Background: an optimization exercise with open tools, aiming at small area, a short achievable clock period and few clock cycles. Do not read the settings as production practice.
The RTL was checked by simulation tests, not by an equivalence proof against the original design.
No activity file was given, so power comes from the tool's default toggle rates.

## flow/run.sh

```bash
#!/bin/bash
# synth_recipe.tcl (not shown) runs the flow's synth.tcl, then flattens the netlist and writes it again
# the make line also repeats each setting of config.mk as NAME=value (left out here)
make -C /OpenROAD-flow-scripts/flow DESIGN_CONFIG=/design/flow/config.mk WORK_HOME=/design/flow/orfs CLKGATE_MAP_FILE= SYNTH_SCRIPT=/design/flow/synth_recipe.tcl finish
```

## flow/config.mk

```make
export PLATFORM = sky130hd
export DESIGN_NAME = hough_top
export DESIGN_NICKNAME = hough_top
export VERILOG_FILES = /design/flow/design.v
export SDC_FILE = /design/flow/constraint.sdc
export NUM_CORES = 4
export LEC_CHECK = 0
export CAP_MARGIN = 10
export CORE_MARGIN = 2
export CORE_UTILIZATION = 70
export SETUP_SLACK_MARGIN = 5
export SLEW_MARGIN = 10
```

## flow/constraint.sdc

```tcl
create_clock -name core_clock -period 8.0 [get_ports {clk}]
set_input_delay 1.6000 -clock core_clock [delete_from_list [all_inputs] [get_ports {clk}]]
set_output_delay 1.6000 -clock core_clock [all_outputs]
set_load 0.01 [all_outputs]
```

## flow/design.v

```verilog
package hough_pkg;
   localparam int IMG_DIM         = 10;    
   localparam int MAX_EDGES       = 32;    
   localparam int NUM_RAD_BINS    = 16;    
   localparam int MIN_RADIUS      = 1;
   localparam int MAX_RADIUS      = 6;
   localparam int X_VOTE_MIN      = 2;     
   localparam int Y_VOTE_MIN      = 1;
   localparam int DEFAULT_CENT_LO = 4;     
   localparam int DEFAULT_CENT_HI = 5;
   typedef logic [3:0] coord_t;       
   typedef logic [9:0] row_t;         
   typedef logic [9:0] cent_mask_t;   
   typedef logic [7:0] vote_t;        
   typedef logic [5:0] edge_cnt_t;    
   typedef logic [4:0] edge_idx_t;
   typedef logic [7:0] dist_sq_t;     
   typedef logic [3:0] radius_t;
   typedef logic [5:0] rad_cnt_t;
   typedef logic [7:0] rad_mask_t;    
   localparam coord_t LAST_COORD = coord_t'(IMG_DIM - 1);
   localparam logic [6*(MAX_RADIUS+1)-1:0] RAD_THRESH = {
      6'd13, 6'd12, 6'd10, 6'd8, 6'd4, 6'd4, 6'd0
   };
   typedef struct packed {
      coord_t x;   
      coord_t y;   
   } edge_pt_t;
   typedef struct packed {
      cent_mask_t x_mask;
      cent_mask_t y_mask;
   } cand_t;
   typedef struct packed {
      coord_t    x;
      coord_t    y;
      rad_mask_t rad_mask;
      logic      last;   
   } result_t;
   typedef enum logic [2:0] {
      LOAD, SCAN, PAIR_X, PAIR_Y, MASK, WAIT
   } voter_state_e;
   typedef enum logic [2:0] {
      IDLE, NEXT_CENT, FEED, DRAIN, JUDGE, EMIT
   } rad_state_e;
endpackage
`timescale 1ns/1ps
module radius_voter (
   input  logic        clk,
   input  logic        i_en,     
   input  logic [99:0] i_img,    
   input  logic [9:1]  i_u,      
   input  logic [9:1]  i_v,      
   output logic [6:1]  o_mask    
);
   wire [9:1] u = i_u;
   wire [9:1] v = i_v;
   wire r1_t0 = i_img[1] & v[1];
   wire r1_t1 = i_img[9] & ~v[9];
   wire r1_t2 = i_img[10] & u[1];
   wire r1_t3 = i_img[11] & ((u[1] & v[1]));
   wire r1_t4 = i_img[19] & ((u[1] & ~v[9]));
   wire r1_t5 = i_img[90] & ~u[9];
   wire r1_t6 = i_img[91] & ((~u[9] & v[1]));
   wire r1_t7 = i_img[99] & ((~u[9] & ~v[9]));
   wire r1_s1 = r1_t0 ^ r1_t1 ^ r1_t2;
   wire r1_c2 = (r1_t0 & r1_t1) | (r1_t0 & r1_t2) | (r1_t1 & r1_t2);
   wire r1_s3 = r1_t3 ^ r1_t4 ^ r1_t5;
   wire r1_c4 = (r1_t3 & r1_t4) | (r1_t3 & r1_t5) | (r1_t4 & r1_t5);
   wire r1_s5 = r1_s1 ^ r1_s3 ^ r1_t6;
   wire r1_c6 = (r1_s1 & r1_s3) | (r1_s1 & r1_t6) | (r1_s3 & r1_t6);
   wire r1_s7 = r1_c6 ^ r1_c2 ^ r1_c4;
   wire r1_c8 = (r1_c6 & r1_c2) | (r1_c6 & r1_c4) | (r1_c2 & r1_c4);
   wire r1_ge = ((1'b1 & 1'b0) | ((1'b1 | 1'b0) & ((r1_c8 & 1'b1) | ((r1_c8 | 1'b1) & ((r1_s7 & 1'b0) | ((r1_s7 | 1'b0) & ((r1_s5 & r1_t7) | ((r1_s5 | r1_t7) & 1'b0))))))));
   logic r1_q;
   assign o_mask[1] = r1_q;
   wire r2g0_t0 = i_img[2] & v[2];
   wire r2g0_t1 = i_img[8] & ~v[8];
   wire r2g0_t2 = i_img[12] & ((u[1] & v[2]));
   wire r2g0_t3 = i_img[18] & ((u[1] & ~v[8]));
   wire r2g0_t4 = i_img[20] & u[2];
   wire r2g0_t5 = i_img[21] & ((u[2] & v[1]));
   wire r2g0_s1 = r2g0_t0 ^ r2g0_t1 ^ r2g0_t2;
   wire r2g0_c2 = (r2g0_t0 & r2g0_t1) | (r2g0_t0 & r2g0_t2) | (r2g0_t1 & r2g0_t2);
   wire r2g0_s3 = r2g0_t3 ^ r2g0_t4 ^ r2g0_t5;
   wire r2g0_c4 = (r2g0_t3 & r2g0_t4) | (r2g0_t3 & r2g0_t5) | (r2g0_t4 & r2g0_t5);
   wire [2:0] r2g0_n = {1'b0, r2g0_c2, r2g0_s1} + {1'b0, r2g0_c4, r2g0_s3};
   logic [2:0] r2g0_q;
   wire r2g1_t0 = i_img[22] & ((u[2] & v[2]));
   wire r2g1_t1 = i_img[28] & ((u[2] & ~v[8]));
   wire r2g1_t2 = i_img[29] & ((u[2] & ~v[9]));
   wire r2g1_t3 = i_img[80] & ~u[8];
   wire r2g1_t4 = i_img[81] & ((~u[8] & v[1]));
   wire r2g1_s1 = r2g1_t0 ^ r2g1_t1 ^ r2g1_t2;
   wire r2g1_c2 = (r2g1_t0 & r2g1_t1) | (r2g1_t0 & r2g1_t2) | (r2g1_t1 & r2g1_t2);
   wire r2g1_s3 = r2g1_s1 ^ r2g1_t3 ^ r2g1_t4;
   wire r2g1_c4 = (r2g1_s1 & r2g1_t3) | (r2g1_s1 & r2g1_t4) | (r2g1_t3 & r2g1_t4);
   wire [2:0] r2g1_n = {1'b0, r2g1_c4, r2g1_s3} + {1'b0, r2g1_c2, 1'b0};
   logic [2:0] r2g1_q;
   wire r2g2_t0 = i_img[82] & ((~u[8] & v[2]));
   wire r2g2_t1 = i_img[88] & ((~u[8] & ~v[8]));
   wire r2g2_t2 = i_img[89] & ((~u[8] & ~v[9]));
   wire r2g2_t3 = i_img[92] & ((~u[9] & v[2]));
   wire r2g2_t4 = i_img[98] & ((~u[9] & ~v[8]));
   wire r2g2_s1 = r2g2_t0 ^ r2g2_t1 ^ r2g2_t2;
   wire r2g2_c2 = (r2g2_t0 & r2g2_t1) | (r2g2_t0 & r2g2_t2) | (r2g2_t1 & r2g2_t2);
   wire r2g2_s3 = r2g2_s1 ^ r2g2_t3 ^ r2g2_t4;
   wire r2g2_c4 = (r2g2_s1 & r2g2_t3) | (r2g2_s1 & r2g2_t4) | (r2g2_t3 & r2g2_t4);
   wire [2:0] r2g2_n = {1'b0, r2g2_c4, r2g2_s3} + {1'b0, r2g2_c2, 1'b0};
   logic [2:0] r2g2_q;
   wire r2z_s1 = r2g0_q[0] ^ r2g1_q[0] ^ r2g2_q[0];
   wire r2z_c2 = (r2g0_q[0] & r2g1_q[0]) | (r2g0_q[0] & r2g2_q[0]) | (r2g1_q[0] & r2g2_q[0]);
   wire r2z_s3 = r2g0_q[1] ^ r2g1_q[1] ^ r2g2_q[1];
   wire r2z_c4 = (r2g0_q[1] & r2g1_q[1]) | (r2g0_q[1] & r2g2_q[1]) | (r2g1_q[1] & r2g2_q[1]);
   wire r2z_s5 = r2g0_q[2] ^ r2g1_q[2] ^ r2g2_q[2];
   wire r2z_c6 = (r2g0_q[2] & r2g1_q[2]) | (r2g0_q[2] & r2g2_q[2]) | (r2g1_q[2] & r2g2_q[2]);
   wire r2z_s7 = r2z_c4 ^ r2z_s5 ^ 1'b1;
   wire r2z_c8 = (r2z_c4 & r2z_s5) | (r2z_c4 & 1'b1) | (r2z_s5 & 1'b1);
   wire r2z_s9 = r2z_c8 ^ r2z_c6 ^ 1'b1;
   wire r2z_c10 = (r2z_c8 & r2z_c6) | (r2z_c8 & 1'b1) | (r2z_c6 & 1'b1);
   assign o_mask[2] = ((1'b1 & 1'b0) | ((1'b1 | 1'b0) & ((r2z_c10 & 1'b1) | ((r2z_c10 | 1'b1) & ((r2z_s9 & 1'b0) | ((r2z_s9 | 1'b0) & ((r2z_s7 & 1'b0) | ((r2z_s7 | 1'b0) & ((r2z_c2 & r2z_s3) | ((r2z_c2 | r2z_s3) & ((r2z_s1 & 1'b0) | ((r2z_s1 | 1'b0) & 1'b0))))))))))));
   wire r3g0_t0 = i_img[3] & v[3];
   wire r3g0_t1 = i_img[7] & ~v[7];
   wire r3g0_t2 = i_img[13] & ((u[1] & v[3]));
   wire r3g0_t3 = i_img[17] & ((u[1] & ~v[7]));
   wire r3g0_t4 = i_img[23] & ((u[2] & v[3]));
   wire r3g0_t5 = i_img[27] & ((u[2] & ~v[7]));
   wire r3g0_t6 = i_img[30] & u[3];
   wire r3g0_s1 = r3g0_t0 ^ r3g0_t1 ^ r3g0_t2;
   wire r3g0_c2 = (r3g0_t0 & r3g0_t1) | (r3g0_t0 & r3g0_t2) | (r3g0_t1 & r3g0_t2);
   wire r3g0_s3 = r3g0_t3 ^ r3g0_t4 ^ r3g0_t5;
   wire r3g0_c4 = (r3g0_t3 & r3g0_t4) | (r3g0_t3 & r3g0_t5) | (r3g0_t4 & r3g0_t5);
   wire r3g0_s5 = r3g0_s1 ^ r3g0_s3 ^ r3g0_t6;
   wire r3g0_c6 = (r3g0_s1 & r3g0_s3) | (r3g0_s1 & r3g0_t6) | (r3g0_s3 & r3g0_t6);
   wire r3g0_s7 = r3g0_c6 ^ r3g0_c2 ^ r3g0_c4;
   wire r3g0_c8 = (r3g0_c6 & r3g0_c2) | (r3g0_c6 & r3g0_c4) | (r3g0_c2 & r3g0_c4);
   wire [3:0] r3g0_n = {1'b0, r3g0_c8, r3g0_s7, r3g0_s5} + {1'b0, 1'b0, 1'b0, 1'b0};
   logic [2:0] r3g0_q;
   wire r3g1_t0 = i_img[31] & ((u[3] & v[1]));
   wire r3g1_t1 = i_img[32] & ((u[3] & v[2]));
   wire r3g1_t2 = i_img[38] & ((u[3] & ~v[8]));
   wire r3g1_t3 = i_img[39] & ((u[3] & ~v[9]));
   wire r3g1_t4 = i_img[70] & ~u[7];
   wire r3g1_t5 = i_img[71] & ((~u[7] & v[1]));
   wire r3g1_t6 = i_img[72] & ((~u[7] & v[2]));
   wire r3g1_s1 = r3g1_t0 ^ r3g1_t1 ^ r3g1_t2;
   wire r3g1_c2 = (r3g1_t0 & r3g1_t1) | (r3g1_t0 & r3g1_t2) | (r3g1_t1 & r3g1_t2);
   wire r3g1_s3 = r3g1_t3 ^ r3g1_t4 ^ r3g1_t5;
   wire r3g1_c4 = (r3g1_t3 & r3g1_t4) | (r3g1_t3 & r3g1_t5) | (r3g1_t4 & r3g1_t5);
   wire r3g1_s5 = r3g1_s1 ^ r3g1_s3 ^ r3g1_t6;
   wire r3g1_c6 = (r3g1_s1 & r3g1_s3) | (r3g1_s1 & r3g1_t6) | (r3g1_s3 & r3g1_t6);
   wire r3g1_s7 = r3g1_c6 ^ r3g1_c2 ^ r3g1_c4;
   wire r3g1_c8 = (r3g1_c6 & r3g1_c2) | (r3g1_c6 & r3g1_c4) | (r3g1_c2 & r3g1_c4);
   wire [3:0] r3g1_n = {1'b0, r3g1_c8, r3g1_s7, r3g1_s5} + {1'b0, 1'b0, 1'b0, 1'b0};
   logic [2:0] r3g1_q;
   wire r3g2_t0 = i_img[78] & ((~u[7] & ~v[8]));
   wire r3g2_t1 = i_img[79] & ((~u[7] & ~v[9]));
   wire r3g2_t2 = i_img[83] & ((~u[8] & v[3]));
   wire r3g2_t3 = i_img[87] & ((~u[8] & ~v[7]));
   wire r3g2_t4 = i_img[93] & ((~u[9] & v[3]));
   wire r3g2_t5 = i_img[97] & ((~u[9] & ~v[7]));
   wire r3g2_s1 = r3g2_t0 ^ r3g2_t1 ^ r3g2_t2;
   wire r3g2_c2 = (r3g2_t0 & r3g2_t1) | (r3g2_t0 & r3g2_t2) | (r3g2_t1 & r3g2_t2);
   wire r3g2_s3 = r3g2_t3 ^ r3g2_t4 ^ r3g2_t5;
   wire r3g2_c4 = (r3g2_t3 & r3g2_t4) | (r3g2_t3 & r3g2_t5) | (r3g2_t4 & r3g2_t5);
   wire [2:0] r3g2_n = {1'b0, r3g2_c2, r3g2_s1} + {1'b0, r3g2_c4, r3g2_s3};
   logic [2:0] r3g2_q;
   wire r3z_s1 = r3g0_q[0] ^ r3g1_q[0] ^ r3g2_q[0];
   wire r3z_c2 = (r3g0_q[0] & r3g1_q[0]) | (r3g0_q[0] & r3g2_q[0]) | (r3g1_q[0] & r3g2_q[0]);
   wire r3z_s3 = r3g0_q[1] ^ r3g1_q[1] ^ r3g2_q[1];
   wire r3z_c4 = (r3g0_q[1] & r3g1_q[1]) | (r3g0_q[1] & r3g2_q[1]) | (r3g1_q[1] & r3g2_q[1]);
   wire r3z_s5 = r3g0_q[2] ^ r3g1_q[2] ^ r3g2_q[2];
   wire r3z_c6 = (r3g0_q[2] & r3g1_q[2]) | (r3g0_q[2] & r3g2_q[2]) | (r3g1_q[2] & r3g2_q[2]);
   assign o_mask[3] = ((1'b1 & 1'b0) | ((1'b1 | 1'b0) & ((1'b1 & 1'b0) | ((1'b1 | 1'b0) & ((r3z_c6 & 1'b1) | ((r3z_c6 | 1'b1) & ((r3z_c4 & r3z_s5) | ((r3z_c4 | r3z_s5) & ((r3z_c2 & r3z_s3) | ((r3z_c2 | r3z_s3) & ((r3z_s1 & 1'b0) | ((r3z_s1 | 1'b0) & 1'b0))))))))))));
   wire r4g0_t0 = i_img[4] & v[4];
   wire r4g0_t1 = i_img[6] & ~v[6];
   wire r4g0_t2 = i_img[14] & ((u[1] & v[4]));
   wire r4g0_t3 = i_img[16] & ((u[1] & ~v[6]));
   wire r4g0_t4 = i_img[24] & ((u[2] & v[4]));
   wire r4g0_t5 = i_img[26] & ((u[2] & ~v[6]));
   wire r4g0_s1 = r4g0_t0 ^ r4g0_t1 ^ r4g0_t2;
   wire r4g0_c2 = (r4g0_t0 & r4g0_t1) | (r4g0_t0 & r4g0_t2) | (r4g0_t1 & r4g0_t2);
   wire r4g0_s3 = r4g0_t3 ^ r4g0_t4 ^ r4g0_t5;
   wire r4g0_c4 = (r4g0_t3 & r4g0_t4) | (r4g0_t3 & r4g0_t5) | (r4g0_t4 & r4g0_t5);
   wire [2:0] r4g0_n = {1'b0, r4g0_c2, r4g0_s1} + {1'b0, r4g0_c4, r4g0_s3};
   logic [2:0] r4g0_q;
   wire r4g1_t0 = i_img[33] & ((u[3] & v[3]));
   wire r4g1_t1 = i_img[37] & ((u[3] & ~v[7]));
   wire r4g1_t2 = i_img[40] & u[4];
   wire r4g1_t3 = i_img[41] & ((u[4] & v[1]));
   wire r4g1_t4 = i_img[42] & ((u[4] & v[2]));
   wire r4g1_t5 = i_img[48] & ((u[4] & ~v[8]));
   wire r4g1_s1 = r4g1_t0 ^ r4g1_t1 ^ r4g1_t2;
   wire r4g1_c2 = (r4g1_t0 & r4g1_t1) | (r4g1_t0 & r4g1_t2) | (r4g1_t1 & r4g1_t2);
   wire r4g1_s3 = r4g1_t3 ^ r4g1_t4 ^ r4g1_t5;
   wire r4g1_c4 = (r4g1_t3 & r4g1_t4) | (r4g1_t3 & r4g1_t5) | (r4g1_t4 & r4g1_t5);
   wire [2:0] r4g1_n = {1'b0, r4g1_c2, r4g1_s1} + {1'b0, r4g1_c4, r4g1_s3};
   logic [2:0] r4g1_q;
   wire r4g2_t0 = i_img[49] & ((u[4] & ~v[9]));
   wire r4g2_t1 = i_img[60] & ~u[6];
   wire r4g2_t2 = i_img[61] & ((~u[6] & v[1]));
   wire r4g2_t3 = i_img[62] & ((~u[6] & v[2]));
   wire r4g2_t4 = i_img[68] & ((~u[6] & ~v[8]));
   wire r4g2_t5 = i_img[69] & ((~u[6] & ~v[9]));
   wire r4g2_s1 = r4g2_t0 ^ r4g2_t1 ^ r4g2_t2;
   wire r4g2_c2 = (r4g2_t0 & r4g2_t1) | (r4g2_t0 & r4g2_t2) | (r4g2_t1 & r4g2_t2);
   wire r4g2_s3 = r4g2_t3 ^ r4g2_t4 ^ r4g2_t5;
   wire r4g2_c4 = (r4g2_t3 & r4g2_t4) | (r4g2_t3 & r4g2_t5) | (r4g2_t4 & r4g2_t5);
   wire [2:0] r4g2_n = {1'b0, r4g2_c2, r4g2_s1} + {1'b0, r4g2_c4, r4g2_s3};
   logic [2:0] r4g2_q;
   wire r4g3_t0 = i_img[73] & ((~u[7] & v[3]));
   wire r4g3_t1 = i_img[77] & ((~u[7] & ~v[7]));
   wire r4g3_t2 = i_img[84] & ((~u[8] & v[4]));
   wire r4g3_t3 = i_img[86] & ((~u[8] & ~v[6]));
   wire r4g3_t4 = i_img[94] & ((~u[9] & v[4]));
   wire r4g3_t5 = i_img[96] & ((~u[9] & ~v[6]));
   wire r4g3_s1 = r4g3_t0 ^ r4g3_t1 ^ r4g3_t2;
   wire r4g3_c2 = (r4g3_t0 & r4g3_t1) | (r4g3_t0 & r4g3_t2) | (r4g3_t1 & r4g3_t2);
   wire r4g3_s3 = r4g3_t3 ^ r4g3_t4 ^ r4g3_t5;
   wire r4g3_c4 = (r4g3_t3 & r4g3_t4) | (r4g3_t3 & r4g3_t5) | (r4g3_t4 & r4g3_t5);
   wire [2:0] r4g3_n = {1'b0, r4g3_c2, r4g3_s1} + {1'b0, r4g3_c4, r4g3_s3};
   logic [2:0] r4g3_q;
   wire r4z_s1 = r4g0_q[0] ^ r4g1_q[0] ^ r4g2_q[0];
   wire r4z_c2 = (r4g0_q[0] & r4g1_q[0]) | (r4g0_q[0] & r4g2_q[0]) | (r4g1_q[0] & r4g2_q[0]);
   wire r4z_s3 = r4g0_q[1] ^ r4g1_q[1] ^ r4g2_q[1];
   wire r4z_c4 = (r4g0_q[1] & r4g1_q[1]) | (r4g0_q[1] & r4g2_q[1]) | (r4g1_q[1] & r4g2_q[1]);
   wire r4z_s5 = r4g0_q[2] ^ r4g1_q[2] ^ r4g2_q[2];
   wire r4z_c6 = (r4g0_q[2] & r4g1_q[2]) | (r4g0_q[2] & r4g2_q[2]) | (r4g1_q[2] & r4g2_q[2]);
   wire r4z_s7 = r4z_c2 ^ r4z_s3 ^ r4g3_q[1];
   wire r4z_c8 = (r4z_c2 & r4z_s3) | (r4z_c2 & r4g3_q[1]) | (r4z_s3 & r4g3_q[1]);
   wire r4z_s9 = r4z_c4 ^ r4z_s5 ^ r4g3_q[2];
   wire r4z_c10 = (r4z_c4 & r4z_s5) | (r4z_c4 & r4g3_q[2]) | (r4z_s5 & r4g3_q[2]);
   wire r4z_s11 = r4z_c8 ^ r4z_s9 ^ 1'b1;
   wire r4z_c12 = (r4z_c8 & r4z_s9) | (r4z_c8 & 1'b1) | (r4z_s9 & 1'b1);
   wire r4z_s13 = r4z_c12 ^ r4z_c10 ^ r4z_c6;
   wire r4z_c14 = (r4z_c12 & r4z_c10) | (r4z_c12 & r4z_c6) | (r4z_c10 & r4z_c6);
   assign o_mask[4] = ((1'b1 & 1'b0) | ((1'b1 | 1'b0) & ((r4z_c14 & 1'b1) | ((r4z_c14 | 1'b1) & ((r4z_s13 & 1'b0) | ((r4z_s13 | 1'b0) & ((r4z_s11 & 1'b0) | ((r4z_s11 | 1'b0) & ((r4z_s7 & 1'b1) | ((r4z_s7 | 1'b1) & ((r4z_s1 & r4g3_q[0]) | ((r4z_s1 | r4g3_q[0]) & 1'b0))))))))))));
   wire r5g0_t0 = i_img[5];
   wire r5g0_t1 = i_img[15] & u[1];
   wire r5g0_t2 = i_img[25] & u[2];
   wire r5g0_t3 = i_img[34] & ((u[3] & v[4]));
   wire r5g0_t4 = i_img[35] & u[3];
   wire r5g0_t5 = i_img[36] & ((u[3] & ~v[6]));
   wire r5g0_t6 = i_img[43] & ((u[4] & v[3]));
   wire r5g0_s1 = r5g0_t0 ^ r5g0_t1 ^ r5g0_t2;
   wire r5g0_c2 = (r5g0_t0 & r5g0_t1) | (r5g0_t0 & r5g0_t2) | (r5g0_t1 & r5g0_t2);
   wire r5g0_s3 = r5g0_t3 ^ r5g0_t4 ^ r5g0_t5;
   wire r5g0_c4 = (r5g0_t3 & r5g0_t4) | (r5g0_t3 & r5g0_t5) | (r5g0_t4 & r5g0_t5);
   wire r5g0_s5 = r5g0_s1 ^ r5g0_s3 ^ r5g0_t6;
   wire r5g0_c6 = (r5g0_s1 & r5g0_s3) | (r5g0_s1 & r5g0_t6) | (r5g0_s3 & r5g0_t6);
   wire r5g0_s7 = r5g0_c6 ^ r5g0_c2 ^ r5g0_c4;
   wire r5g0_c8 = (r5g0_c6 & r5g0_c2) | (r5g0_c6 & r5g0_c4) | (r5g0_c2 & r5g0_c4);
   wire [3:0] r5g0_n = {1'b0, r5g0_c8, r5g0_s7, r5g0_s5} + {1'b0, 1'b0, 1'b0, 1'b0};
   logic [2:0] r5g0_q;
   wire r5g1_t0 = i_img[44] & ((u[4] & v[4]));
   wire r5g1_t1 = i_img[46] & ((u[4] & ~v[6]));
   wire r5g1_t2 = i_img[47] & ((u[4] & ~v[7]));
   wire r5g1_t3 = i_img[50];
   wire r5g1_t4 = i_img[51] & v[1];
   wire r5g1_t5 = i_img[52] & v[2];
   wire r5g1_t6 = i_img[53] & v[3];
   wire r5g1_s1 = r5g1_t0 ^ r5g1_t1 ^ r5g1_t2;
   wire r5g1_c2 = (r5g1_t0 & r5g1_t1) | (r5g1_t0 & r5g1_t2) | (r5g1_t1 & r5g1_t2);
   wire r5g1_s3 = r5g1_t3 ^ r5g1_t4 ^ r5g1_t5;
   wire r5g1_c4 = (r5g1_t3 & r5g1_t4) | (r5g1_t3 & r5g1_t5) | (r5g1_t4 & r5g1_t5);
   wire r5g1_s5 = r5g1_s1 ^ r5g1_s3 ^ r5g1_t6;
   wire r5g1_c6 = (r5g1_s1 & r5g1_s3) | (r5g1_s1 & r5g1_t6) | (r5g1_s3 & r5g1_t6);
   wire r5g1_s7 = r5g1_c6 ^ r5g1_c2 ^ r5g1_c4;
   wire r5g1_c8 = (r5g1_c6 & r5g1_c2) | (r5g1_c6 & r5g1_c4) | (r5g1_c2 & r5g1_c4);
   wire [3:0] r5g1_n = {1'b0, r5g1_c8, r5g1_s7, r5g1_s5} + {1'b0, 1'b0, 1'b0, 1'b0};
   logic [2:0] r5g1_q;
   wire r5g2_t0 = i_img[57] & ~v[7];
   wire r5g2_t1 = i_img[58] & ~v[8];
   wire r5g2_t2 = i_img[59] & ~v[9];
   wire r5g2_t3 = i_img[63] & ((~u[6] & v[3]));
   wire r5g2_t4 = i_img[64] & ((~u[6] & v[4]));
   wire r5g2_t5 = i_img[66] & ((~u[6] & ~v[6]));
   wire r5g2_s1 = r5g2_t0 ^ r5g2_t1 ^ r5g2_t2;
   wire r5g2_c2 = (r5g2_t0 & r5g2_t1) | (r5g2_t0 & r5g2_t2) | (r5g2_t1 & r5g2_t2);
   wire r5g2_s3 = r5g2_t3 ^ r5g2_t4 ^ r5g2_t5;
   wire r5g2_c4 = (r5g2_t3 & r5g2_t4) | (r5g2_t3 & r5g2_t5) | (r5g2_t4 & r5g2_t5);
   wire [2:0] r5g2_n = {1'b0, r5g2_c2, r5g2_s1} + {1'b0, r5g2_c4, r5g2_s3};
   logic [2:0] r5g2_q;
   wire r5g3_t0 = i_img[67] & ((~u[6] & ~v[7]));
   wire r5g3_t1 = i_img[74] & ((~u[7] & v[4]));
   wire r5g3_t2 = i_img[75] & ~u[7];
   wire r5g3_t3 = i_img[76] & ((~u[7] & ~v[6]));
   wire r5g3_t4 = i_img[85] & ~u[8];
   wire r5g3_t5 = i_img[95] & ~u[9];
   wire r5g3_s1 = r5g3_t0 ^ r5g3_t1 ^ r5g3_t2;
   wire r5g3_c2 = (r5g3_t0 & r5g3_t1) | (r5g3_t0 & r5g3_t2) | (r5g3_t1 & r5g3_t2);
   wire r5g3_s3 = r5g3_t3 ^ r5g3_t4 ^ r5g3_t5;
   wire r5g3_c4 = (r5g3_t3 & r5g3_t4) | (r5g3_t3 & r5g3_t5) | (r5g3_t4 & r5g3_t5);
   wire [2:0] r5g3_n = {1'b0, r5g3_c2, r5g3_s1} + {1'b0, r5g3_c4, r5g3_s3};
   logic [2:0] r5g3_q;
   wire r5z_s1 = r5g0_q[0] ^ r5g1_q[0] ^ r5g2_q[0];
   wire r5z_c2 = (r5g0_q[0] & r5g1_q[0]) | (r5g0_q[0] & r5g2_q[0]) | (r5g1_q[0] & r5g2_q[0]);
   wire r5z_s3 = r5g0_q[1] ^ r5g1_q[1] ^ r5g2_q[1];
   wire r5z_c4 = (r5g0_q[1] & r5g1_q[1]) | (r5g0_q[1] & r5g2_q[1]) | (r5g1_q[1] & r5g2_q[1]);
   wire r5z_s5 = r5g0_q[2] ^ r5g1_q[2] ^ r5g2_q[2];
   wire r5z_c6 = (r5g0_q[2] & r5g1_q[2]) | (r5g0_q[2] & r5g2_q[2]) | (r5g1_q[2] & r5g2_q[2]);
   wire r5z_s7 = r5z_c2 ^ r5z_s3 ^ r5g3_q[1];
   wire r5z_c8 = (r5z_c2 & r5z_s3) | (r5z_c2 & r5g3_q[1]) | (r5z_s3 & r5g3_q[1]);
   wire r5z_s9 = r5z_c4 ^ r5z_s5 ^ r5g3_q[2];
   wire r5z_c10 = (r5z_c4 & r5z_s5) | (r5z_c4 & r5g3_q[2]) | (r5z_s5 & r5g3_q[2]);
   wire r5z_s11 = r5z_c8 ^ r5z_s9 ^ 1'b1;
   wire r5z_c12 = (r5z_c8 & r5z_s9) | (r5z_c8 & 1'b1) | (r5z_s9 & 1'b1);
   wire r5z_s13 = r5z_c12 ^ r5z_c10 ^ r5z_c6;
   wire r5z_c14 = (r5z_c12 & r5z_c10) | (r5z_c12 & r5z_c6) | (r5z_c10 & r5z_c6);
   assign o_mask[5] = ((1'b1 & 1'b0) | ((1'b1 | 1'b0) & ((r5z_c14 & 1'b1) | ((r5z_c14 | 1'b1) & ((r5z_s13 & 1'b0) | ((r5z_s13 | 1'b0) & ((r5z_s11 & 1'b0) | ((r5z_s11 | 1'b0) & ((r5z_s7 & 1'b0) | ((r5z_s7 | 1'b0) & ((r5z_s1 & r5g3_q[0]) | ((r5z_s1 | r5g3_q[0]) & 1'b0))))))))))));
   wire r6g0_t0 = i_img[4] & ~v[4];
   wire r6g0_t1 = i_img[6] & v[6];
   wire r6g0_t2 = i_img[14] & ((u[1] & ~v[4]));
   wire r6g0_t3 = i_img[16] & ((u[1] & v[6]));
   wire r6g0_t4 = i_img[24] & ((u[2] & ~v[4]));
   wire r6g0_t5 = i_img[26] & ((u[2] & v[6]));
   wire r6g0_t6 = i_img[34] & ((u[3] & ~v[4]));
   wire r6g0_s1 = r6g0_t0 ^ r6g0_t1 ^ r6g0_t2;
   wire r6g0_c2 = (r6g0_t0 & r6g0_t1) | (r6g0_t0 & r6g0_t2) | (r6g0_t1 & r6g0_t2);
   wire r6g0_s3 = r6g0_t3 ^ r6g0_t4 ^ r6g0_t5;
   wire r6g0_c4 = (r6g0_t3 & r6g0_t4) | (r6g0_t3 & r6g0_t5) | (r6g0_t4 & r6g0_t5);
   wire r6g0_s5 = r6g0_s1 ^ r6g0_s3 ^ r6g0_t6;
   wire r6g0_c6 = (r6g0_s1 & r6g0_s3) | (r6g0_s1 & r6g0_t6) | (r6g0_s3 & r6g0_t6);
   wire r6g0_s7 = r6g0_c6 ^ r6g0_c2 ^ r6g0_c4;
   wire r6g0_c8 = (r6g0_c6 & r6g0_c2) | (r6g0_c6 & r6g0_c4) | (r6g0_c2 & r6g0_c4);
   wire [3:0] r6g0_n = {1'b0, r6g0_c8, r6g0_s7, r6g0_s5} + {1'b0, 1'b0, 1'b0, 1'b0};
   logic [2:0] r6g0_q;
   wire r6g1_t0 = i_img[36] & ((u[3] & v[6]));
   wire r6g1_t1 = i_img[40] & ~u[4];
   wire r6g1_t2 = i_img[41] & ((~u[4] & v[1]));
   wire r6g1_t3 = i_img[42] & ((~u[4] & v[2]));
   wire r6g1_t4 = i_img[43] & ((~u[4] & v[3]));
   wire r6g1_t5 = i_img[45] & u[4];
   wire r6g1_t6 = i_img[47] & ((~u[4] & ~v[7]));
   wire r6g1_s1 = r6g1_t0 ^ r6g1_t1 ^ r6g1_t2;
   wire r6g1_c2 = (r6g1_t0 & r6g1_t1) | (r6g1_t0 & r6g1_t2) | (r6g1_t1 & r6g1_t2);
   wire r6g1_s3 = r6g1_t3 ^ r6g1_t4 ^ r6g1_t5;
   wire r6g1_c4 = (r6g1_t3 & r6g1_t4) | (r6g1_t3 & r6g1_t5) | (r6g1_t4 & r6g1_t5);
   wire r6g1_s5 = r6g1_s1 ^ r6g1_s3 ^ r6g1_t6;
   wire r6g1_c6 = (r6g1_s1 & r6g1_s3) | (r6g1_s1 & r6g1_t6) | (r6g1_s3 & r6g1_t6);
   wire r6g1_s7 = r6g1_c6 ^ r6g1_c2 ^ r6g1_c4;
   wire r6g1_c8 = (r6g1_c6 & r6g1_c2) | (r6g1_c6 & r6g1_c4) | (r6g1_c2 & r6g1_c4);
   wire [3:0] r6g1_n = {1'b0, r6g1_c8, r6g1_s7, r6g1_s5} + {1'b0, 1'b0, 1'b0, 1'b0};
   logic [2:0] r6g1_q;
   wire r6g2_t0 = i_img[48] & ((~u[4] & ~v[8]));
   wire r6g2_t1 = i_img[49] & ((~u[4] & ~v[9]));
   wire r6g2_t2 = i_img[54] & v[4];
   wire r6g2_t3 = i_img[56] & ~v[6];
   wire r6g2_t4 = i_img[60] & u[6];
   wire r6g2_t5 = i_img[61] & ((u[6] & v[1]));
   wire r6g2_s1 = r6g2_t0 ^ r6g2_t1 ^ r6g2_t2;
   wire r6g2_c2 = (r6g2_t0 & r6g2_t1) | (r6g2_t0 & r6g2_t2) | (r6g2_t1 & r6g2_t2);
   wire r6g2_s3 = r6g2_t3 ^ r6g2_t4 ^ r6g2_t5;
   wire r6g2_c4 = (r6g2_t3 & r6g2_t4) | (r6g2_t3 & r6g2_t5) | (r6g2_t4 & r6g2_t5);
   wire [2:0] r6g2_n = {1'b0, r6g2_c2, r6g2_s1} + {1'b0, r6g2_c4, r6g2_s3};
   logic [2:0] r6g2_q;
   wire r6g3_t0 = i_img[62] & ((u[6] & v[2]));
   wire r6g3_t1 = i_img[63] & ((u[6] & v[3]));
   wire r6g3_t2 = i_img[65] & ~u[6];
   wire r6g3_t3 = i_img[67] & ((u[6] & ~v[7]));
   wire r6g3_t4 = i_img[68] & ((u[6] & ~v[8]));
   wire r6g3_t5 = i_img[69] & ((u[6] & ~v[9]));
   wire r6g3_s1 = r6g3_t0 ^ r6g3_t1 ^ r6g3_t2;
   wire r6g3_c2 = (r6g3_t0 & r6g3_t1) | (r6g3_t0 & r6g3_t2) | (r6g3_t1 & r6g3_t2);
   wire r6g3_s3 = r6g3_t3 ^ r6g3_t4 ^ r6g3_t5;
   wire r6g3_c4 = (r6g3_t3 & r6g3_t4) | (r6g3_t3 & r6g3_t5) | (r6g3_t4 & r6g3_t5);
   wire [2:0] r6g3_n = {1'b0, r6g3_c2, r6g3_s1} + {1'b0, r6g3_c4, r6g3_s3};
   logic [2:0] r6g3_q;
   wire r6g4_t0 = i_img[74] & ((~u[7] & ~v[4]));
   wire r6g4_t1 = i_img[76] & ((~u[7] & v[6]));
   wire r6g4_t2 = i_img[84] & ((~u[8] & ~v[4]));
   wire r6g4_t3 = i_img[86] & ((~u[8] & v[6]));
   wire r6g4_t4 = i_img[94] & ((~u[9] & ~v[4]));
   wire r6g4_t5 = i_img[96] & ((~u[9] & v[6]));
   wire r6g4_s1 = r6g4_t0 ^ r6g4_t1 ^ r6g4_t2;
   wire r6g4_c2 = (r6g4_t0 & r6g4_t1) | (r6g4_t0 & r6g4_t2) | (r6g4_t1 & r6g4_t2);
   wire r6g4_s3 = r6g4_t3 ^ r6g4_t4 ^ r6g4_t5;
   wire r6g4_c4 = (r6g4_t3 & r6g4_t4) | (r6g4_t3 & r6g4_t5) | (r6g4_t4 & r6g4_t5);
   wire [2:0] r6g4_n = {1'b0, r6g4_c2, r6g4_s1} + {1'b0, r6g4_c4, r6g4_s3};
   logic [2:0] r6g4_q;
   wire r6z_s1 = r6g0_q[0] ^ r6g1_q[0] ^ r6g2_q[0];
   wire r6z_c2 = (r6g0_q[0] & r6g1_q[0]) | (r6g0_q[0] & r6g2_q[0]) | (r6g1_q[0] & r6g2_q[0]);
   wire r6z_s3 = r6g3_q[0] ^ r6g4_q[0] ^ 1'b1;
   wire r6z_c4 = (r6g3_q[0] & r6g4_q[0]) | (r6g3_q[0] & 1'b1) | (r6g4_q[0] & 1'b1);
   wire r6z_s5 = r6g0_q[1] ^ r6g1_q[1] ^ r6g2_q[1];
   wire r6z_c6 = (r6g0_q[1] & r6g1_q[1]) | (r6g0_q[1] & r6g2_q[1]) | (r6g1_q[1] & r6g2_q[1]);
   wire r6z_s7 = r6g3_q[1] ^ r6g4_q[1] ^ 1'b1;
   wire r6z_c8 = (r6g3_q[1] & r6g4_q[1]) | (r6g3_q[1] & 1'b1) | (r6g4_q[1] & 1'b1);
   wire r6z_s9 = r6g0_q[2] ^ r6g1_q[2] ^ r6g2_q[2];
   wire r6z_c10 = (r6g0_q[2] & r6g1_q[2]) | (r6g0_q[2] & r6g2_q[2]) | (r6g1_q[2] & r6g2_q[2]);
   wire r6z_s11 = r6z_c2 ^ r6z_c4 ^ r6z_s5;
   wire r6z_c12 = (r6z_c2 & r6z_c4) | (r6z_c2 & r6z_s5) | (r6z_c4 & r6z_s5);
   wire r6z_s13 = r6z_c6 ^ r6z_c8 ^ r6z_s9;
   wire r6z_c14 = (r6z_c6 & r6z_c8) | (r6z_c6 & r6z_s9) | (r6z_c8 & r6z_s9);
   wire r6z_s15 = r6z_c12 ^ r6z_s13 ^ r6g3_q[2];
   wire r6z_c16 = (r6z_c12 & r6z_s13) | (r6z_c12 & r6g3_q[2]) | (r6z_s13 & r6g3_q[2]);
   wire r6z_s17 = r6z_c16 ^ r6z_c14 ^ r6z_c10;
   wire r6z_c18 = (r6z_c16 & r6z_c14) | (r6z_c16 & r6z_c10) | (r6z_c14 & r6z_c10);
   assign o_mask[6] = ((1'b1 & 1'b0) | ((1'b1 | 1'b0) & ((r6z_c18 & 1'b1) | ((r6z_c18 | 1'b1) & ((r6z_s17 & 1'b0) | ((r6z_s17 | 1'b0) & ((r6z_s15 & r6g4_q[2]) | ((r6z_s15 | r6g4_q[2]) & ((r6z_s11 & r6z_s7) | ((r6z_s11 | r6z_s7) & ((r6z_s1 & r6z_s3) | ((r6z_s1 | r6z_s3) & 1'b0))))))))))));
   always_ff @(posedge clk) begin
      if (i_en) begin
         r1_q <= r1_ge;
         r2g0_q <= r2g0_n[2:0];
         r2g1_q <= r2g1_n[2:0];
         r2g2_q <= r2g2_n[2:0];
         r3g0_q <= r3g0_n[2:0];
         r3g1_q <= r3g1_n[2:0];
         r3g2_q <= r3g2_n[2:0];
         r4g0_q <= r4g0_n[2:0];
         r4g1_q <= r4g1_n[2:0];
         r4g2_q <= r4g2_n[2:0];
         r4g3_q <= r4g3_n[2:0];
         r5g0_q <= r5g0_n[2:0];
         r5g1_q <= r5g1_n[2:0];
         r5g2_q <= r5g2_n[2:0];
         r5g3_q <= r5g3_n[2:0];
         r6g0_q <= r6g0_n[2:0];
         r6g1_q <= r6g1_n[2:0];
         r6g2_q <= r6g2_n[2:0];
         r6g3_q <= r6g3_n[2:0];
         r6g4_q <= r6g4_n[2:0];
      end
   end
endmodule
`timescale 1ns/1ps
module hough_top (
   input  logic                clk,
   input  logic                i_rst_n,
   input  logic                i_row_valid,
   input  hough_pkg::row_t     i_row,
   output logic                o_row_ready,
   output logic                o_res_valid,
   output hough_pkg::result_t  o_res,
   input  logic                i_res_ready
);
   logic [9:0] a_q [10];      
   logic [3:0] rcnt_q;        
   logic       afull_q;       
   logic       vld1_q;        
   logic [3:0] vrow;          
   logic       bvalid_q;      
   logic       take;
   logic       xfer;
   logic       blast;         
   assign xfer        = afull_q && (!bvalid_q || blast);
   assign o_row_ready = !afull_q || !bvalid_q;
   assign take        = i_row_valid && o_row_ready;
   always_ff @(posedge clk or negedge i_rst_n) begin
      if (!i_rst_n) begin
         rcnt_q  <= '0;
         afull_q <= 1'b0;
         vld1_q  <= 1'b0;
      end else begin
         vld1_q <= take;
         if (xfer) begin
            rcnt_q  <= take ? 4'd1 : 4'd0;
            afull_q <= 1'b0;
         end else if (take) begin
            rcnt_q  <= rcnt_q + 4'd1;
            afull_q <= (rcnt_q == 4'd9);
         end
      end
   end
   always_ff @(posedge clk) begin
      if (take) begin
         for (int i = 0; i < 9; i++) a_q[i] <= a_q[i+1];
         a_q[9] <= i_row;
      end
   end
   logic [1:0] xv_q [10];     
   logic [1:0] yv_q [1:9];    
   logic [2:0] xinc [10];
   logic [1:0] yinc [1:5];
   logic       first;
   function automatic logic [2:0] tadd(input logic [2:0] a, input logic [2:0] b);
      tadd[0] = a[0] | b[0];
      tadd[1] = a[1] | b[1] | (a[0] & b[0]);
      tadd[2] = a[2] | b[2] | (a[1] & b[0]) | (a[0] & b[1]);
   endfunction
   function automatic logic [2:0] tcnt10(input logic [9:0] m);
      logic [2:0] l1 [5];
      logic [2:0] l2 [3];
      for (int k = 0; k < 5; k++)
         l1[k] = {1'b0, m[2*k] & m[2*k+1], m[2*k] | m[2*k+1]};
      l2[0] = tadd(l1[0], l1[1]);
      l2[1] = tadd(l1[2], l1[3]);
      l2[2] = l1[4];
      tcnt10 = tadd(tadd(l2[0], l2[1]), l2[2]);
   endfunction
   assign vrow  = rcnt_q - 4'd1;    
   assign first = (rcnt_q == 4'd1);
   logic [9:0] xpairs [10];
   always_comb begin
      int n;
      for (int c = 0; c < 10; c++) begin
         xpairs[c] = '0;
         n = 0;
         for (int a = 0; a < 9; a++)
            for (int b = a + 1; b < 10; b++)
               if (((a + b) >> 1) == c) begin
                  xpairs[c][n] = a_q[9][a] & a_q[9][b];
                  n = n + 1;
               end
         xinc[c] = tcnt10(xpairs[c]);
      end
   end
   logic [2:0] ym1, ym2;
   always_comb begin
      for (int e = 1; e <= 5; e++) begin
         ym1 = (rcnt_q >= 4'(2*e)) ? tcnt10(a_q[9] & a_q[9-(2*e-1)]) : 3'd0;
         ym2 = (e < 5 && rcnt_q >= 4'(2*e+1)) ? tcnt10(a_q[9] & a_q[(9-2*e) < 0 ? 0 : 9-2*e]) : 3'd0;
         yinc[e] = tadd(ym1, ym2);
      end
   end
   logic [1:0] xv_n [10];
   logic [1:0] yv_n [1:9];
   logic [2:0] xo, xs_;
   logic [1:0] yo;
   always_comb begin
      for (int c = 0; c < 10; c++) begin
         xo      = first ? 3'd0 : {xv_q[c] == 2'd3, xv_q[c][1], xv_q[c] != 2'd0};
         xs_     = tadd(xo, xinc[c]);
         xv_n[c] = {xs_[1], xs_[2] | (xs_[0] & !xs_[1])};
      end
      for (int e = 1; e <= 9; e++) begin
         yo = (first || e == 1) ? 2'd0 : yv_q[e-1];
         if (e <= 5) begin
            yv_n[e][0] = yo[0] | yinc[e][0];
            yv_n[e][1] = yo[1] | yinc[e][1] | (yo[0] & yinc[e][0]);
         end else begin
            yv_n[e] = yo;
         end
      end
   end
   always_ff @(posedge clk) begin
      if (vld1_q) begin
         for (int c = 0; c < 10; c++) xv_q[c] <= xv_n[c];
         for (int e = 1; e <= 9; e++)  yv_q[e] <= yv_n[e];
      end
   end
   logic       v2_q;          
   logic       v2first_q;     
   logic [3:0] v2row_q;       
   logic [9:0] r2_q;          
   logic [3:0] pop_q;         
   logic [5:0] room_q;        
   logic [3:0] prow_q;        
   logic [9:0] pcol_q;        
   logic       cutok_q;       
   logic [3:0] pop1;
   logic [5:0] proom;
   logic [5:0] pleft;         
   logic       pcross;
   logic [2:0] plo [5];       
   logic [2:0] psu [5:9];     
   logic [3:0] room4_q;       
   logic [3:0] r4;            
   logic [3:0] pdrop;         
   logic [5:0] tr;            
   logic [4:0] ld;            
   logic [9:0] kc;
   function automatic logic [3:0] pop10(input logic [9:0] b);
      logic s0, c0, s1, c1, s2, c2, t0, d0, u1, f1, e0, g1, h;
      s0 = b[0] ^ b[1] ^ b[2];  c0 = (b[0] & b[1]) | (b[0] & b[2]) | (b[1] & b[2]);
      s1 = b[3] ^ b[4] ^ b[5];  c1 = (b[3] & b[4]) | (b[3] & b[5]) | (b[4] & b[5]);
      s2 = b[6] ^ b[7] ^ b[8];  c2 = (b[6] & b[7]) | (b[6] & b[8]) | (b[7] & b[8]);
      t0 = s0 ^ s1 ^ s2;        d0 = (s0 & s1) | (s0 & s2) | (s1 & s2);
      pop10[0] = t0 ^ b[9];     e0 = t0 & b[9];
      u1 = c0 ^ c1 ^ c2;        f1 = (c0 & c1) | (c0 & c2) | (c1 & c2);
      pop10[1] = u1 ^ d0 ^ e0;  g1 = (u1 & d0) | (u1 & e0) | (d0 & e0);
      pop10[2] = f1 ^ g1;       h  = f1 & g1;
      pop10[3] = h;
   endfunction
   assign pop1 = pop10(a_q[9]);
   function automatic logic [2:0] pc5(input logic [4:0] b);
      logic s1, c1, c2;
      s1 = b[0] ^ b[1] ^ b[2];  c1 = (b[0] & b[1]) | (b[0] & b[2]) | (b[1] & b[2]);
      pc5[0] = s1 ^ b[3] ^ b[4];
      c2 = (s1 & b[3]) | (s1 & b[4]) | (b[3] & b[4]);
      pc5[1] = c1 ^ c2;
      pc5[2] = c1 & c2;
   endfunction
   always_comb begin
      proom  = v2first_q ? 6'd32 : room_q;
      pleft  = proom - {2'd0, pop_q};
      pcross = (proom != 6'd0) && ({2'd0, pop_q} >= proom);
      plo[0] = pc5({4'd0, r2_q[0]});
      plo[1] = pc5({3'd0, r2_q[1:0]});
      plo[2] = pc5({2'd0, r2_q[2:0]});
      plo[3] = pc5({1'd0, r2_q[3:0]});
      plo[4] = pc5(r2_q[4:0]);
      psu[5] = pc5({1'd0, r2_q[9:6]});
      psu[6] = pc5({2'd0, r2_q[9:7]});
      psu[7] = pc5({3'd0, r2_q[9:8]});
      psu[8] = pc5({4'd0, r2_q[9]});
      psu[9] = 3'd0;
      r4    = v2first_q ? 4'd15 : room4_q;
      pdrop = pop_q - r4;
      for (int k = 0; k < 6; k++) tr[k] = r4 >= 4'(k);
      for (int k = 0; k < 5; k++) ld[k] = pdrop <= 4'(k);
      for (int j = 0; j < 5; j++) kc[j] = tr[plo[j]];
      for (int j = 5; j < 10; j++) kc[j] = ld[psu[j]];
   end
   always_ff @(posedge clk or negedge i_rst_n) begin
      if (!i_rst_n) v2_q <= 1'b0;
      else          v2_q <= vld1_q;
   end
   always_ff @(posedge clk) begin
      if (vld1_q) begin
         v2first_q <= first;
         v2row_q   <= vrow;
         r2_q      <= a_q[9];
         pop_q     <= pop1;
      end
      if (v2_q) begin
         room_q  <= pcross ? 6'd0 : pleft;
         room4_q <= pcross ? 4'd0 : ((pleft > 6'd15) ? 4'd15 : pleft[3:0]);
         if (v2first_q) prow_q <= 4'd15;
         if (pcross) begin
            prow_q <= v2row_q;
            pcol_q <= kc;
         end
         if (v2first_q)                                        cutok_q <= 1'b0;
         else if (v2row_q == 4'd9)                             cutok_q <= 1'b1;
         else if (v2row_q == 4'd8 && !pcross && pleft > 6'd10) cutok_q <= 1'b1;
         else if (v2row_q == 4'd7 && !pcross && pleft > 6'd20) cutok_q <= 1'b1;
      end
   end
   logic [9:0] b_q [10];
   logic       mpend_q;       
   logic       cutpend_q;     
   logic       bmv_q;         
   logic       used_q;        
   logic [9:0] bxm_q;         
   logic [9:0] bym_q;         
   logic [3:0] bcx_q;
   logic [3:0] bcy_q;
   logic [9:0] xm_c;
   logic [9:0] ym_c;
   logic       xstep;
   logic       ystep;
   logic       bready;
   logic       sload;
   always_comb begin
      for (int c = 0; c < 10; c++) xm_c[c] = (xv_q[c] == 2'd3);
      for (int c = 0; c < 9; c++)  ym_c[c] = yv_q[9-c][1];
      ym_c[9] = 1'b0;
      if (xm_c == '0) xm_c = 10'h030;
      if (ym_c == '0) ym_c = 10'h030;
   end
   assign xstep  = bvalid_q && bmv_q && !cutpend_q && (!bxm_q[0] || used_q);
   assign ystep  = bvalid_q && bmv_q && !cutpend_q && !bym_q[0];
   assign bready = bvalid_q && bmv_q && !cutpend_q && bxm_q[0] && bym_q[0] && !used_q;
   assign blast  = sload && (bxm_q[9:1] == '0);
   always_ff @(posedge clk or negedge i_rst_n) begin
      if (!i_rst_n) begin
         bvalid_q <= 1'b0;
         mpend_q  <= 1'b0;
         cutpend_q <= 1'b0;
         bmv_q    <= 1'b0;
         used_q   <= 1'b0;
      end else begin
         mpend_q <= xfer && vld1_q;    
         if (xfer) cutpend_q <= !cutok_q;
         else      cutpend_q <= cutpend_q && !cutok_q;
         if (xfer) begin
            bvalid_q <= 1'b1;
            bmv_q    <= !vld1_q;
            used_q   <= 1'b0;
         end else begin
            if (mpend_q) bmv_q <= 1'b1;
            if (sload) begin
               if (bxm_q[9:1] == '0) bvalid_q <= 1'b0;
               else                  used_q   <= 1'b1;
            end else if (xstep) begin
               used_q <= 1'b0;
            end
         end
      end
   end
   always_ff @(posedge clk) begin
      if (xfer) begin
         bcx_q <= '0;
         bcy_q <= '0;
         for (int i = 0; i < 10; i++)
            for (int j = 0; j < 10; j++)
               b_q[i][j] <= a_q[i][j] &    
                            ((4'(i) < prow_q) || ((4'(i) == prow_q) && pcol_q[j]));
         if (!vld1_q) begin
            bxm_q <= xm_c;
            bym_q <= ym_c;
         end
      end else begin
         if (mpend_q) begin
            bxm_q <= xm_c;
            bym_q <= ym_c;
         end
         if (cutpend_q)
            for (int i = 8; i < 10; i++)
               for (int j = 0; j < 10; j++)
                  b_q[i][j] <= b_q[i][j] &
                               ((4'(i) < prow_q) || ((4'(i) == prow_q) && pcol_q[j]));
         if (xstep) begin
            bcx_q <= bcx_q + 4'd1;
            bxm_q <= bxm_q >> 1;
         end
         if (ystep) begin
            bcy_q <= bcy_q + 4'd1;
            bym_q <= bym_q >> 1;
         end
         if (xstep || ystep)
            for (int i = 0; i < 10; i++)
               for (int j = 0; j < 10; j++)
                  b_q[i][j] <= b_q[(i + (ystep ? 1 : 0)) % 10][(j + (xstep ? 1 : 0)) % 10];
      end
   end
   logic [9:0] s_q [10];
   logic       svalid_q;
   logic [9:0] sym_q;         
   logic [3:0] scx_q;
   logic [3:0] scy_q;
   logic       slastx_q;      
   logic       sfinal;
   logic       sfinal_q;      
   logic       kvalid_q;      
   logic       stall;
   logic       adv;
   logic [99:0] s_flat;
   logic [9:1] u;             
   logic [9:1] v;             
   logic [6:1] rmask;
   assign stall  = kvalid_q;
   assign adv    = !stall;
   assign sfinal = sfinal_q;
   assign sload  = bready && (!svalid_q || (sfinal && adv));
   always_ff @(posedge clk or negedge i_rst_n) begin
      if (!i_rst_n) begin
         svalid_q <= 1'b0;
      end else begin
         if (sload)                       svalid_q <= 1'b1;
         else if (svalid_q && adv && sfinal) svalid_q <= 1'b0;
      end
   end
   always_ff @(posedge clk) begin
      if (sload) begin
         for (int i = 0; i < 10; i++) s_q[i] <= b_q[i];
         sym_q    <= bym_q;
         sfinal_q <= (bym_q[9:1] == '0);
         scx_q    <= bcx_q;
         for (int k = 1; k < 10; k++) begin
            u[k] <= ({1'b0, bcy_q} + 5'(k)) <= 5'd9;
            v[k] <= ({1'b0, bcx_q} + 5'(k)) <= 5'd9;
         end
         scy_q    <= bcy_q;
         slastx_q <= (bxm_q[9:1] == '0);
      end else if (svalid_q && adv) begin
         for (int i = 0; i < 10; i++) s_q[i] <= s_q[(i + 1) % 10];
         sym_q    <= sym_q >> 1;
         sfinal_q <= (sym_q[9:2] == '0);
         scy_q <= scy_q + 4'd1;
         u     <= {1'b0, u[9:2]};
      end
   end
   always_comb begin
      for (int i = 0; i < 10; i++)
         for (int j = 0; j < 10; j++) s_flat[10*i + j] = s_q[i][j];
   end
   radius_voter u_judge (
      .clk    (clk),
      .i_en   (adv),
      .i_img  (s_flat),
      .i_u    (u),
      .i_v    (v),
      .o_mask (rmask)
   );
   logic       pvalid_q;
   logic [3:0] pcx_q;
   logic [3:0] pcy_q;
   logic       plast_q;
   logic [14:0] pres;
   logic [14:0] kres_q;
   logic [14:0] ores_q;
   logic               offer;
   logic               ofree;
   assign pres  = {pcx_q, pcy_q, rmask, plast_q};
   assign o_res = {ores_q[14:7], 1'b0, ores_q[6:1], 1'b0, ores_q[0]};
   assign offer = pvalid_q && adv;
   assign ofree = !o_res_valid || i_res_ready;
   always_ff @(posedge clk or negedge i_rst_n) begin
      if (!i_rst_n) begin
         pvalid_q    <= 1'b0;
         o_res_valid <= 1'b0;
         kvalid_q    <= 1'b0;
      end else begin
         if (adv) pvalid_q <= svalid_q && sym_q[0];
         if (ofree) begin
            o_res_valid <= kvalid_q || offer;
            kvalid_q    <= 1'b0;
         end else if (offer) begin
            kvalid_q    <= 1'b1;
         end
      end
   end
   always_ff @(posedge clk) begin
      if (adv) begin
         pcx_q   <= scx_q;
         pcy_q   <= scy_q;
         plast_q <= slastx_q && sfinal;
      end
      if (ofree) ores_q <= kvalid_q ? kres_q : pres;
      if (!kvalid_q) kres_q <= pres;
   end
endmodule
```

==> results of run 1 <==
-- per-layer routing --
metal	track usage, %	vias to the layer above	wire length [µm]
met3	6.65	349	9790
li1	-	10400	-
met1	51.0	11300	31300
met2	61.9	1709	40900
met4	20.1	0	5320
met5	0	-	0
-- state kept, by name, indices dropped and copies added, names as in the netlist, 10 cells and up --
name and cells:
kres_q 15, s_q 100, yv_q 13, xv_q 20
bxm_q 10, a_q 100, pcol_q 10, ores_q 15
b_q 100
-- cells by family after synthesis --
| logic type | Yosys count | share of synthesized area, % |
|---|---|---|
| compound gates | 631 | 13.8 |
| xor+xnor | 25 | 0.711 |
| fa+ha+maj | 184 | 9.81 |
| buf+inv | 312 | 4.06 |
| flops | 552 | 52.8 |
| mux | 71 | 2.36 |
| other cells | 1 | 0.0122 |
| simple gates | 1110 | 16.4 |
-- final cells by class --
type / count / area, µm² / area share (%)
sequential: 552 / 16300 / 48.2
multi-input combinational: 2023 / 13400 / 39.7
clock buffer: 78 / 1730 / 5.14
timing repair buffer: 84 / 774 / 2.30
tap: 585 / 732 / 2.17
inverter: 125 / 475 / 1.41
clock inverter: 30 / 354 / 1.05
-- worst max path at each step --
| stage | startpoint | end | slack [ns] | cells after the start |
|---|---|---|---|---|
| finish | u_judge.r4g2_q[2] | ores_q[4] | 5.03 | 9 |
| global route | u_judge.r4g2_q[2] | ores_q[4] | 4.92 | 9 |
| CTS | bvalid_q | o_row_ready | 5.01 | 2 |
| detailed placement | i_row_valid | a_q[9][0] | 4.32 | 3 |
| global placement | i_row_valid | a_q[9][0] | 4.35 | 3 |
| floorplan | kvalid_q | s_q[0][0] | 4.94 | 3 |
-- power by group --
part	switching (mW)	total, mW	internal, mW
logic	3.81	6.09	2.29
registers	1.18	6.25	5.07
clock network	1.14	2.92	1.77
total	6.13	15.3	9.13
-- repair_timing --
action,CTS,global route
cloned,0,1
setup buffers,7,10
gates resized for setup,40,24
pin swaps,3,7
setup endpoints to repair,405,228
-- cell usage in the layout (no fill, tap or decap), types with 50 or more instances in the layout --
| cell type | n |
|---|---|
| mux2i_1 | 58 |
| nor2_1 | 119 |
| a21oi_1 | 122 |
| a21o_1 | 50 |
| nand2_1 | 618 |
| nand3_1 | 120 |
| fa_1 | 99 |
| clkbuf_16 | 65 |
| ha_1 | 75 |
| inv_1 | 121 |
| edfxtp_1 | 513 |
| o221ai_1 | 50 |
| o21ai_0 | 145 |
-- per-stage QoR --
stage / total power, mW / area, µm²
floorplan: 10.0 / 30800
global placement: 11.7 / 31400
detailed placement: 12.0 / 31400
CTS: 15.0 / 33600
global route: 16.1 / 33700
finish: 15.3 / 33700
==> out/results.tsv, run 1 <==
metric	value	unit
fin_nets	3031	
io_buffers	30	
maxCapViolCount	0	
dieWidth	214	µm
start_util	71.2	%
worst_setup_path_start_kind	flop	
fin_cells	3477	
status	timing/DRC/antenna clean	
syn_area_per_cell	10.7	µm²
r2r_slack	5.03	ns
ios	33	
crit_top_cell	fa_1	
antenna_found_initial	0	
worst-slew-pin-transition	1.19	ns
areaGrowthSynthToFinish	9.52	%
hp-class	reg -> reg	
cts_max_level	2	
post-route-min-period	2.97	ns
drive_gt1_share	7.54	%
post-place-ws	4.32	ns
crit_path_end_kind	flop	
netlist.top_cell.by_area	edfxtp_1	
core-area	43300	µm²
crit_path_cell_trace	fa_1 -> fa_1 -> inv_1 -> ha_1 -> inv_1 -> fa_1 -> nor3b_2 -> nor3_2 -> a21oi_2	
regToRegEndpoint	ores_q[4]	
syn-cell-area	30800	µm²
fin_skew	0.0368	ns
drtIter0Drc	3560	
vdd_ir_drop_max	0.000313	V
routed-via-count	23800	
grt_pass1_vias	22800	
p_per_area	453	nW/µm²
synthTopCellsByArea	edfxtp_1 50%, nand2_1 7.6%, fa_1 6.4%	
worst_hold_slack	0.426	ns
clkTransAtPathRegs	0.06	ns
ys_seq_elements	552	
period_share	37.1	%
cpMaxStageDelayCell	fa_1	
hpwl	59900	µm
ff2ff_path_depth	9	
r2r-start	u_judge.r4g2_q[2]	
crit_fanout	2	
synth_common_cells	621 x nand2_1, 513 x edfxtp_1, 146 x o21ai_0	
cts_tree	done	
hold_buffers	0	
slowest_delay	0.58	ns
grtUsageTotal	38.6	%
viasPerCell	6.84	
grt_setup_unrepaired	yes	
cp_num_buf_inv	2	
yosysWarnings	54	
utilization	77.9	%
synthCells	2886	
dr.pass1.iters	6	
crit_type	reg -> reg	
holdPathEnd	pcx_q[1]	
synth_ff_type	edfxtp_1	
worstHoldPathCells	0	
slew-limit-headroom	20.5	%
yosysUniqueCellTypes	88	
routed_wl	87400	µm
synth-edff-count	513	
yosysMostFrequentCell	nand2_1	
synthArstFlopShare	2.90	%
cts_buffer_depth	3	
cp_top_family	adder cells	
dp_cells	3351	
filler_cell_count	2780	
min_from	scx_q[1]	
rows	76	
hold_viol	0	
required	8.42	ns
grt_pass1_wl	132000	µm
setup_viol	0	
detail-route-antenna-nets	0	
finalSetupTns	0	ns
post_drt_wl_per_cell	25.1	µm
seq_area_frac_synth	52.8	%
finalMaxSlewViolations	0	
cts_sinks	552	
root_buffer	clkbuf_16	
grt_max_degree	108	
netlist.area_leader.share	50.0	%
dieArea	45700	µm²
cts_buffers	57	
gr-total-overflow	0	
fmax	337	MHz
drc	0	
leakage	13.3	nW
worst_slack	5.03	ns
die_h	214	µm
arrival	3.38	ns
gp_congestion	0.965	
clk_latency	0.64	ns
n_antenna_cell	0	
Testbench counts, summed over its fixed seeds: cycles 2,832.
==> run 2, diff against run 1 <==
--- a/flow/config.mk
+++ b/flow/config.mk
@@ -7,5 +7,6 @@
 export LEC_CHECK = 0
+export ABC_AREA = 1
 export CAP_MARGIN = 10
 export CORE_MARGIN = 2
-export CORE_UTILIZATION = 70
+export CORE_UTILIZATION = 65
 export SETUP_SLACK_MARGIN = 5
==> run 2 against run 1 <==
Design area down 1.3%. Wire length grew 1.2%. Worst hold slack lost 0.0072 ns. First-iteration DRC count is 5.0% lower. Cell count up 8.3%. Critical endpoint is now ores_q[5]. Highest routed layer is now met5.
==> out/results.tsv, run 2 <==
metric	value	unit
status	timing/DRC/antenna clean	
synth-edff-count	513	
worst-slew-pin-transition	0.902	ns
post-route-min-period	3.00	ns
start_util	65.8	%
fmax	333	MHz
drc	0	
routed_wl	88400	µm
fin_nets	3306	
required	8.48	ns
gp_congestion	0.959	
dr.pass1.iters	6	
root_buffer	clkbuf_16	
synth_common_cells	595 x nand2_1, 513 x edfxtp_1, 413 x inv_1	
rows	79	
grtUsageTotal	36.6	%
clkTransAtPathRegs	0.06	ns
leakage	13.8	nW
min_from	scx_q[3]	
netlist.top_cell.by_area	edfxtp_1	
top_regs	a_q x100, b_q x100, s_q x100	
netlist.area_leader.share	50.4	%
drtIter0Drc	3381	
gr-total-overflow	0	
viasPerCell	6.39	
detail-route-antenna-nets	0	
dieWidth	221	µm
grt_pass1_wl	132000	µm
slew-limit-headroom	39.8	%
crit_type	reg -> reg	
drive_gt1_share	5.73	%
syn-cell-area	30500	µm²
fin_skew	0.0222	ns
cts_tree	done	
seq_area_frac_synth	53.2	%
cts_max_level	2	
cts_buffers	57	
hold_buffers	0	
routed-via-count	24100	
finalSetupTns	0	ns
synthTopCellsByArea	edfxtp_1 50%, nand2_1 7.3%, fa_1 6.5%	
p_per_area	438	nW/µm²
r2r-start	u_judge.r5g2_q[2]	
crit_path_end_kind	flop	
yosysMostFrequentCell	nand2_1	
post_dp_cell_area	31200	µm²
dieArea	48700	µm²
areaGrowthSynthToFinish	8.93	%
synthCells	3119	
yosysWarnings	54	
cts_sinks	552	
antenna_found_initial	2	
clk_latency	0.63	ns
arrival	3.49	ns
crit_fanout	2	
hpwl	63300	µm
synthArstFlopShare	2.90	%
post-route-cell-area	33300	µm²
post_drt_wl_per_cell	23.5	µm
crit_path_start	u_judge.r5g2_q[2]	
syn_area_per_cell	9.79	µm²
vdd_ir_drop_max	0.000310	V
ios	33	
cts_buffer_depth	3	
hp-class	reg -> reg	
hold_viol	0	
final_cell_mix	591 x nand2_1, 513 x edfxtp_1, 406 x inv_1	
setup_viol	0	
grt_max_degree	135	
grt_pass1_vias	22900	
maxCapViolCount	0	
finalMaxSlewViolations	0	
io_buffers	30	
worst_setup_path_start_kind	flop	
final_common_cell	nand2_1	
n_antenna_cell	0	
grt_setup_unrepaired	yes	
yosysUniqueCellTypes	67	
period_share	37.5	%
synth_ff_type	edfxtp_1	
ys_seq_elements	552	
power.total	14.6	mW
die_h	221	µm
core-area	46500	µm²
## run 2: cell types whose count changed after synthesis, sizes merged, moves of 50 or more
cell    previous run  this run
a21o              50         0
nor2             123       214
inv              124       420
nand3            121       175
a21oi            124        69
o21ai            148       375
clkbuf           117        58
mux2i             58         0
## run 2: power breakdown
group          switching, mW  total, mW  internal [mW]
Sequential             0.839       5.85           5.01
Clock                   1.13       2.56           1.43
Combinational           4.15       6.18           2.02
## run 2: cells by family (layout without fill, tap and decap cells)
group	count (synthesis)	count (layout)	synth area share, %
AND/OR/NAND/NOR	1117	1120	15.5
AO/OA/AOI/OAI	691	691	13.7
buffers and inverters	567	601	7.51
flip-flops	552	552	53.2
adder cells (fa/ha/maj)	175	175	9.59
XOR/XNOR	16	16	0.459
other	1	2	0.0123
## run 2: worst paths after layout
| kind | endpoint | slack [ns] | cells after the start |
|---|---|---|---|
| hold reg to reg | pcx_q[3] | 0.42 | 0 |
| min in group asynchronous | vld1_q | 1.34 | 2 |
| setup / recovery | ores_q[5] | 5.00 | 9 |
| max in group asynchronous | kvalid_q | 6.37 | 2 |
| setup reg to reg | ores_q[5] | 5.00 | 9 |
| hold / removal | pcx_q[3] | 0.42 | 0 |
## run 2: metal layers
metal,share of wire [%],wire length [µm],vias to the layer above,global-route usage (%)
met2,47,41600,1417,58.9
met3,10,8910,277,6.50
li1,-,-,10800,-
met1,38,33400,11500,48.7
met5,0.054,48,-,0
met4,5.1,4470,4,16.9
## run 2: timing repair
action | 4_1_cts | 5_1_grt
setup buffers | 7 | 13
cloned | 3 | 0
pin swaps | 3 | 1
endpoints found under the setup margin | 520 | 335
gates resized for setup | 59 | 19
## run 2: layout make-up
class / count / area (µm²)
clock inverter: 29 / 228
inverter: 426 / 1630
sequential: 552 / 16300
fill: 3449 / 13200
clock buffer: 69 / 1510
tap: 607 / 759
timing repair buffer: 77 / 729
multi-input combinational: 2004 / 12100
## run 2: critical path, stage by stage (launching register included)
cell and delay, ns:
edfxtp_1 0.39, fa_1 0.58, fa_1 0.41, inv_1 0.07, ha_1 0.15, inv_2 0.04, fa_1 0.54, nand2_1 0.06
or4_4 0.48, a21oi_4 0.16
## run 2: metrics by stage
stage               utilization [%]  hold WS, ns  cells  worst slack (ns)
finish                         71.6        0.418   3764              5.00
global route                   71.6        0.437   3764              4.86
CTS                            71.3        0.422   3751              4.95
detailed placement             67.1        0.408   3643              3.78
global placement               67.1        0.407   3643              3.83
floorplan                         -        0.376   3120              4.31

==> static timing again, ports no longer ideal <==
In the flow no input, the clock included, has a driving cell. The finished layouts below were timed again as built, in two steps. Step 1 sets driving cells, clkbuf_16 on the clock port and buf_2 on the other inputs (assumed; they add their load-dependent delay and slew). Step 2, shift: input delay + t, output delay - t, t = (earliest + latest rising clock arrival at the registers) / 2. This alone moves slack from input paths to output paths. Three values: no drivers, after step 1, after step 2; two values: the first two.
| run | t, ns | setup slack, ns | hold WS [ns] | slew at the worst register clock pin (ns) |
|---|---|---|---|---|
| run 1 | 0.677 | 5.033 / 5.029 / 4.505 | 0.426 / 0.426 / 0.426 | 0.07 / 0.07 |
| run 2 | 0.681 | 4.996 / 4.948 / 4.524 | 0.418 / 0.418 / 0.418 | 0.07 / 0.07 |
After both steps every run listed still meets setup and hold. The setup slack of run 1, which loses most, moves by -0.004 ns with the drivers and by -0.528 ns with both steps.
